Context: an optimization exercise on an open-source flow, tuned for small area, a short achievable clock period and few clock cycles per item. The choices shown serve that exercise and are no tape-out recipe. Function was checked by simulation only, so behaviour that the tests miss may differ from the original.

==> inputs of 11-01 <==
==> flow/design.v (excerpt) <==
module accel_tilt_angle_detector (
    input  logic        i_clk,
    input  logic        i_rst_n,
    input  logic        i_s_axis_tvalid,
    output logic        o_s_axis_tready,
    input  logic [31:0] i_s_axis_tdata,
    output logic        o_m_axis_tvalid,
    input  logic        i_m_axis_tready,
    output logic [23:0] o_m_axis_tdata,
    input  logic        i_cfg_we,
    input  logic [1:0]  i_cfg_addr,
    input  logic [9:0]  i_cfg_wdata
);
Settings: LEC_CHECK=0, ABC_AREA=1, CAP_MARGIN=20, CORE_MARGIN=2, CORE_UTILIZATION=40, CTS_CLUSTER_DIAMETER=100, CTS_CLUSTER_SIZE=25, SLEW_MARGIN=70; clock period 10.0 ns.
run.sh (not shown) runs the stock make flow with config.mk's settings and CLKGATE_MAP_FILE= SYNTH_SCRIPT=/design/flow/synth_recipe.tcl, a recipe that flattens the netlist after the stock synthesis.
==> inputs of 03-08, as changes to 11-01 <==
Settings changed: SLEW_MARGIN 70 to 20.
==> qor summary <==
| item | 03-08 | 11-01 |
|---|---|---|
| Signal buffers share of area | 0.00796 | 0.0107 |
| Cell area reported after detailed placement | 180,000 sq um | 181,000 sq um |
| Number of diodes | 4 | 6 |
| Slowest Stage Delay on Critical Path | 0.94 ns | 0.58 ns |
| Worst slack at placement | 5.06 ns | 5.44 ns |
| Worst reg2reg startpoint | r23_yr[17] | r20_yr[19] |
| Status | finished clean | finished clean |
| Fraction of the cycle the final worst path needs | 0.430 | 0.396 |
| Type of the worst setup path | flop to flop | flop to primary output |
| Detailed router's first-iteration violation count | 6,947 | 6,691 |
| Worst path required time | 10.79 ns | 8.00 ns |
| PnR worst setup slack | 5.70 ns | 6.04 ns |
| Fraction of standard cell area in multi-input logic | 0.452 | 0.453 |
| Met2 track demand over resource | 0.283 | 0.282 |
| Wire length on met1 | 177,000 um | 176,000 um |
| Area of all sequential standard cells | 80,700 sq um | 80,900 sq um |
| 1st-pass router iterations | 6 | 8 |
Testbench counts of 11-01, summed over its fixed seeds: cycles 3,496, items 3,200.
Testbench counts of 03-08, summed over its fixed seeds: cycles 3,496, items 3,200.

---

==> 09-16: inputs <==
Starting RTL as in the previous note.
==> flow/design.v (excerpt) <==
module accel_tilt_angle_detector (
    input  logic        i_clk,
    input  logic        i_rst_n,
    input  logic        i_s_axis_tvalid,
    output logic        o_s_axis_tready,
    input  logic [31:0] i_s_axis_tdata,
    output logic        o_m_axis_tvalid,
    input  logic        i_m_axis_tready,
    output logic [23:0] o_m_axis_tdata,
    input  logic        i_cfg_we,
    input  logic [1:0]  i_cfg_addr,
    input  logic [9:0]  i_cfg_wdata
);
clock: 10.0 ns
lec_check: 0
abc_area: 1
cap_margin: 20
core_margin: 2
core_utilization: 55
cts_cluster_diameter: 100
cts_cluster_size: 25
place_density: 0.68
slew_margin: 20
==> inputs of 12-23, as changes to 09-16 <==
--- a/flow/config.mk
+++ b/flow/config.mk
@@ -9,7 +9,6 @@
 export CAP_MARGIN = 20
 export CORE_MARGIN = 2
-export CORE_UTILIZATION = 55
+export CORE_UTILIZATION = 40
 export CTS_CLUSTER_DIAMETER = 100
 export CTS_CLUSTER_SIZE = 25
-export PLACE_DENSITY = 0.68
-export SLEW_MARGIN = 20
+export SLEW_MARGIN = 85
==> comparison table <==
item                                                                               09-16                     12-23
Outcome                                                         timing/DRC/antenna clean  timing/DRC/antenna clean
Commonest non-fill, non-tap cell in the layout                  sky130_fd_sc_hd__dfxtp_1  sky130_fd_sc_hd__nand2_1
Start point of the worst min-delay path                                      r18_nump[5]                r9_numr[9]
Number of buffers other than clock buffers in the final layout                       171                       870
Final clock period utilization by the worst path                                   42.3%                     94.2%
TritonRoute pass-1 iters                                                               8                         6
End point of the most critical hold path                                     r19_nump[5]               r10_numr[9]
Multi-input logic portion of the cell area                                         45.8%                     46.7%
Global-route wire length before repair                                         579000 um                 618000 um
Fraction of layout cells with a size suffix above 1                                2.47%                     16.1%
Final design area excluding fillers                                         183000 sq um              204000 sq um
Pin count of the biggest net entering global routing                                  72                        32
Placed wire-length estimate                                                    271000 um                 294000 um
# clk buffers                                                                        219                       251
Die span in y                                                                     564 um                    661 um
Synthesis-to-layout area growth                                                    6.02%                     18.4%
Critical path endpoint                                                        r24_zp[12]                  r_od[16]
Number of clock buffers inserted by TritonCTS                                        175                       181
Register share of the cell area                                                    44.1%                     39.9%
Full die area                                                               318000 sq um              437000 sq um
Worst slack, placed                                                              5.00 ns                  -6.51 ns
DR WL met3                                                                      16500 um                  14500 um
Global-route track usage on met1                                                   29.9%                     23.2%
Testbench counts of 09-16, summed over its fixed seeds: cycles 3,496, items 3,200.
Testbench counts of 12-23, summed over its fixed seeds: cycles 3,496, items 3,200.

==> re-timing with driven ports <==
In the flow no input, the clock included, has a driving cell. The finished layouts below were timed again as built, in two steps.
Step 1 sets driving cells, clkbuf_16 on the clock port and buf_2 on the other inputs (assumed; they add their load-dependent delay and slew).
Step 2 adds t to the input delays and takes it off the output delays; t is the mean of the earliest and latest rising clock arrival at the registers after step 1. Input paths then give back, and output paths get back, about the clock's delay inside the block.
Three values: ideal ports, drivers, drivers and shift; two values: the first two.
run	shift t [ns]	setup slack, ns	worst setup path after step 2	worst data-port slew with drivers (ns)
11-01	1.006	6.040 / 5.936 / 5.383	input to register	0.25
03-08	1.017	5.698 / 5.698 / 5.111	input to register	0.23
09-16	0.972	5.774 / 5.774 / 5.061	input to register	0.08
12-23	1.034	0.575 / 0.575 / 0.575	register to register	0.25
After both steps setup and hold are still met in every run listed. For 09-16, which loses most, drivers alone change the setup slack by 0.000 ns; drivers and shift together by -0.713 ns.
